This design comes from an exercise in tuning for small area, a short achievable clock period and few clock cycles per item on the open sky130 flow, not from production work. At most, simulation tests tie the RTL to the original design; equivalence was not proved. No activity file was given, so power comes from the tool's default toggle rates.

// snake_body_engine
module snake_body_engine #(
   parameter int MAX_LEN  = 128,
   parameter int X_W      = 8,
   parameter int Y_W      = 7,
   parameter int GRID_W   = 160,
   parameter int GRID_H   = 120,
   parameter int INIT_LEN = 10,
   parameter int INIT_X   = 80,
   parameter int INIT_Y   = 60,
   localparam int LW      = $clog2(MAX_LEN + 1)
) (
   input  logic           clock,
   input  logic           resetn,
   input  logic           step,
   input  logic           dir_valid,
   input  logic [1:0]     dir_in,
   input  logic           grow_valid,
   input  logic [3:0]     grow_amt,
   input  logic [LW-1:0]  rd_idx,
   output logic [X_W-1:0] rd_x,
   output logic [Y_W-1:0] rd_y,
   output logic           rd_valid,
   output logic [X_W-1:0] head_x,
   output logic [Y_W-1:0] head_y,
   output logic [LW-1:0]  length,
   output logic           busy,
   output logic           step_done,
   output logic           endgame
);
   localparam int IW = $clog2(MAX_LEN);
   localparam logic [X_W-1:0] XM = X_W'(GRID_W - 1);
   localparam logic [Y_W-1:0] YM = Y_W'(GRID_H - 1);
  ...
Size: ~6300 cells after synthesis, roughly 61 I/O pins, about 80000 um2 of cells after synthesis.
Settings: LEC_CHECK=0, ABC_AREA=1, CAP_MARGIN=40, CORE_MARGIN=2, CORE_UTILIZATION=45, SETUP_SLACK_MARGIN=4, SLEW_MARGIN=40; clock period 10.0 ns.
standard.sh (not shown) runs the stock make flow with config.mk's settings and CLKGATE_MAP_FILE= SYNTH_SCRIPT=/design/flow/synth_recipe.tcl, a recipe that flattens the netlist after the stock synthesis.
==> flow/flow/run.sh <==
#!/bin/bash
export BUFFER_PORTS_ARGS="-buffer_cell sky130_fd_sc_hd__buf_4"
export CTS_ARGS="-sink_clustering_enable -repair_clock_nets -dont_use_dummy_load"
bash standard.sh > standard.log 2>&1
Then changed:
==> flow/flow/run.sh (replaced) <==
#!/bin/bash
cp standard.sh standard.sh.txt
export CTS_ARGS="-sink_clustering_enable -repair_clock_nets -dont_use_dummy_load"
bash standard.sh > standard.log 2>&1
--- a/flow/config.mk
+++ b/flow/config.mk
@@ -10,4 +10,6 @@
 export CORE_MARGIN = 2
 export CORE_UTILIZATION = 45
+export CTS_CLUSTER_DIAMETER = 120
+export CTS_CLUSTER_SIZE = 40
 export SETUP_SLACK_MARGIN = 4
 export SLEW_MARGIN = 40
=> Power hardly moves. Synthesized cell count is unchanged. Clock skew rises by 31 ps. Routed wire length shrinks by 2.0%. Worst hold slack gets worse by 31 ps.
No run of this note included a check of the RTL's function; only the layout flow was run.

* * *

The RTL this note starts from:
==> flow/design.v <==
module snake_body_engine #(
   parameter int MAX_LEN  = 128,
   parameter int X_W      = 8,
   parameter int Y_W      = 7,
   parameter int GRID_W   = 160,
   parameter int GRID_H   = 120,
   parameter int INIT_LEN = 10,
   parameter int INIT_X   = 80,
   parameter int INIT_Y   = 60,
   localparam int LW      = $clog2(MAX_LEN + 1)
) (
   input  logic           clock,
   input  logic           resetn,
   input  logic           step,
   input  logic           dir_valid,
   input  logic [1:0]     dir_in,
   input  logic           grow_valid,
   input  logic [3:0]     grow_amt,
   input  logic [LW-1:0]  rd_idx,
   output logic [X_W-1:0] rd_x,
   output logic [Y_W-1:0] rd_y,
   output logic           rd_valid,
   output logic [X_W-1:0] head_x,
   output logic [Y_W-1:0] head_y,
   output logic [LW-1:0]  length,
   output logic           busy,
   output logic           step_done,
   output logic           endgame
);
   localparam int IW = $clog2(MAX_LEN);
   localparam logic [X_W-1:0] XM = X_W'(GRID_W - 1);
   localparam logic [Y_W-1:0] YM = Y_W'(GRID_H - 1);
   localparam int NC = (MAX_LEN - 1) / 2;   
   logic [X_W-1:0] seg_x [MAX_LEN];
   logic [Y_W-1:0] seg_y [MAX_LEN];
   logic [1:0] dir, dir_pend;
   logic [7:0] pending, sat;
   logic [8:0] sum;
   logic [X_W-1:0] nx, hx_n;       
   logic [Y_W-1:0] ny, hy_n;
   logic [1:0] dp_n;
   logic off, full, grows, hit, dead, acc, move, eq;
   logic [NC-1:0] cmp;
   assign head_x = seg_x[0];
   assign head_y = seg_y[0];
   assign busy = 1'b0;
   assign endgame = dead;
   always_comb begin
      sum = {1'b0, pending} + {5'b0, grow_valid ? grow_amt : 4'd0};
      sat = sum[8] ? 8'hff : sum[7:0];
      full = length == LW'(MAX_LEN);
      grows = !full && sat != 8'd0;
      cmp[0] = dir_pend == ~dir;
      for (int c = 1; c < NC; c++) begin
         eq = 1'b1;
         for (int b = 0; b < X_W; b++)
            if ((1 << b) < 2*c+3 && seg_x[2*c+1][b] != nx[b]) eq = 1'b0;
         for (int b = 1; b < Y_W; b++)
            if ((1 << b) < 2*c+3 && seg_y[2*c+1][b] != ny[b]) eq = 1'b0;
         cmp[c] = eq && (length > LW'(2*c+2) || (grows && length == LW'(2*c+2)));
      end
      hit = |cmp;
      acc = step && !dead;
      move = acc && !off;
      hx_n = move ? nx : seg_x[0];
      hy_n = move ? ny : seg_y[0];
      dp_n = !dead && dir_valid && dir_in != ~dir ? dir_in : dir_pend;
      rd_valid = rd_idx < length;
      rd_x = seg_x[rd_idx[IW-1:0]];
      rd_y = seg_y[rd_idx[IW-1:0]];
   end
   always_ff @(posedge clock) begin
      if (!resetn || move) begin
         seg_x[0] <= !resetn ? X_W'(INIT_X) : nx;
         seg_y[0] <= !resetn ? Y_W'(INIT_Y) : ny;
         for (int i = 1; i < MAX_LEN; i++) begin
            seg_x[i] <= !resetn && i < INIT_LEN ? X_W'(INIT_X - i) : seg_x[i-1];
            seg_y[i] <= !resetn && i < INIT_LEN ? Y_W'(INIT_Y) : seg_y[i-1];
         end
      end
   end
   always_ff @(posedge clock) begin
      if (!resetn) begin
         dir <= 2'b01;
         dir_pend <= 2'b01;
         nx <= X_W'(INIT_X + 1);
         ny <= Y_W'(INIT_Y);
         off <= 1'b0;
         length <= LW'(INIT_LEN);
         pending <= '0;
         step_done <= 1'b0;
         dead <= 1'b0;
      end else begin
         step_done <= move && !hit;
         if (!dead) begin
            nx <= dp_n == 2'b01 ? hx_n + X_W'(1) : dp_n == 2'b10 ? hx_n - X_W'(1) : hx_n;
            ny <= dp_n == 2'b11 ? hy_n + Y_W'(1) : dp_n == 2'b00 ? hy_n - Y_W'(1) : hy_n;
            off <= (dp_n == 2'b00 && hy_n == '0) || (dp_n == 2'b01 && hx_n == XM) ||
                   (dp_n == 2'b10 && hx_n == '0) || (dp_n == 2'b11 && hy_n == YM);
         end
         if (!dead) begin
            dir_pend <= dp_n;
            pending <= sat;
         end
         if (acc) begin
            dir <= dir_pend;
            if (off) dead <= 1'b1;
            else begin
               length <= length + (grows ? LW'(1) : '0);
               pending <= full ? '0 : grows ? sat - 8'd1 : sat;
               if (hit) dead <= 1'b1;
            end
         end
      end
   end
endmodule
export LEC_CHECK = 0
export ABC_AREA = 1
export CAP_MARGIN = 40
export CORE_MARGIN = 2
export CORE_UTILIZATION = 45
export SETUP_SLACK_MARGIN = 4
export SLEW_MARGIN = 40
create_clock -name core_clock -period 10.0 [get_ports {clock}]
==> flow/flow/run.sh <==
#!/bin/bash
set -e
W=$PWD
cat > $W/flow_synth.tcl <<T
proc abc {args} {
  set i [lsearch -exact \$args -script]
  if {\$i >= 0} { set args [lreplace \$args \$i [expr {\$i + 1}] -script $W/flow/abc_map.script] }
  yosys abc {*}\$args
}
source $W/synth_recipe.tcl
T
export CTS_ARGS="-sink_clustering_enable -repair_clock_nets -dont_use_dummy_load -sink_clustering_size 25 -sink_clustering_max_diameter 60"
bash standard.sh SYNTH_SCRIPT=$W/flow_synth.tcl MATCH_CELL_FOOTPRINT=0 finish > standard.log 2>&1
==> flow/flow/abc_map.script <==
strash
&get -n
&fraig -x
&put
scorr
dc2
dretime
strash
&get -n
&dch -f
&nf
&put
Testbench counts at the start, summed over its fixed seeds: cycles 3,212, steps 3,200.
Change:
==> flow/flow/run.sh (replaced) <==
#!/bin/bash
cp standard.sh standard.sh.txt
export CTS_ARGS="-sink_clustering_enable -repair_clock_nets -dont_use_dummy_load"
bash standard.sh > standard.log 2>&1
CAP_MARGIN = 10   (was 40)
SLEW_MARGIN = 10   (was 40)
removed: flow/flow/abc_map.script
=> The changed run completed with no timing, DRC or antenna violations. Total power rises by 0.81%. Design area rises by 6.3%. Synthesized area climbs by 8.9%. Die area went up by 8.8%. Clock-buffer cell count grows by 59. Worst setup slack improves by 0.24 ns. Core utilization drops by 1.4 points. Via count climbs by 1.7%. Register-to-register slack improved by 0.42 ns.
Change:
==> flow/flow/run.sh (replaced) <==
#!/bin/bash
export CTS_ARGS="-sink_clustering_enable -repair_clock_nets -dont_use_dummy_load -sink_clustering_size 30 -sink_clustering_max_diameter 100"
bash standard.sh > standard.log 2>&1
CAP_MARGIN = 40   (was 10)
SLEW_MARGIN = 40   (was 10)
What happened: The new run went through all stages and came out clean; routed wire length came out lower by 1.7%; power came out lower by 9.7%; synthesized cell count does not change.
Change:
==> flow/flow/run.sh (replaced) <==
#!/bin/bash
set -e
W=$PWD
cat > $W/flow_synth.tcl <<T
proc abc {args} {
  set i [lsearch -exact \$args -script]
  if {\$i >= 0} { set args [lreplace \$args \$i [expr {\$i + 1}] -script $W/flow/abc_map.script] }
  yosys abc {*}\$args
}
source $W/synth_recipe.tcl
T
export CTS_ARGS="-sink_clustering_enable -repair_clock_nets -dont_use_dummy_load -sink_clustering_size 25 -sink_clustering_max_diameter 60"
bash standard.sh SYNTH_SCRIPT=$W/flow_synth.tcl MATCH_CELL_FOOTPRINT=0 finish > standard.log 2>&1
==> flow/flow/abc_map.script (new file) <==
strash
&get -n
&fraig -x
&put
scorr
dc2
dretime
strash
&get -n
&dch -f
&nf
&put
SETUP_SLACK_MARGIN = 3   (was 4)
Design area goes down by 3.6%.
Die area drops by 8.1%.
Wire length increases by 42%.
Total power grows by 9.6%.
Utilization goes up by 2.7 points.
Clock skew is higher by 0.013 ns.
Global-route usage rises by 17 points.
Synthesized area decreases by 8.2%.

## static timing again, ports no longer ideal
The results above use ideal ports. As a check the final layouts listed here were re-extracted and re-timed, cells and wires unchanged. Step 1 sets driving cells, clkbuf_16 on the clock port and buf_2 on the other inputs (assumed; they add their load-dependent delay and slew). Step 2, shift: input delay + t, output delay - t, t = (earliest + latest rising clock arrival at the registers) / 2. This alone moves slack from input paths to output paths. a / b / c = ideal / step 1 / step 2; a / b = the first two.
| run | t (ns) | setup WS [ns] | worst setup path after step 2 | worst register clock-pin slew, ns |
|---|---|---|---|---|
| the first run of note 1 | 0.899 | 2.962 / 2.893 / 2.893 | input to output | 0.07 / 0.07 |
| the second run of note 1 | 0.907 | 3.112 / 3.010 / 3.010 | input to output | 0.07 / 0.07 |
| the first run of note 2 | 0.929 | 2.456 / 2.385 / 2.385 | input to output | 0.10 / 0.10 |
| the second run of note 2 | 0.939 | 2.695 / 2.606 / 2.606 | input to output | 0.07 / 0.07 |
| the third run of note 2 | 0.836 | 2.639 / 2.575 / 2.575 | input to output | 0.12 / 0.12 |
| the fourth run of note 2 | 0.926 | 2.519 / 2.465 / 2.204 | input to register | 0.10 / 0.10 |
After both steps setup and hold are still met in every run listed. The setup slack of the fourth run of note 2, which loses most, moves by -0.054 ns with the drivers and by -0.315 ns with both steps.
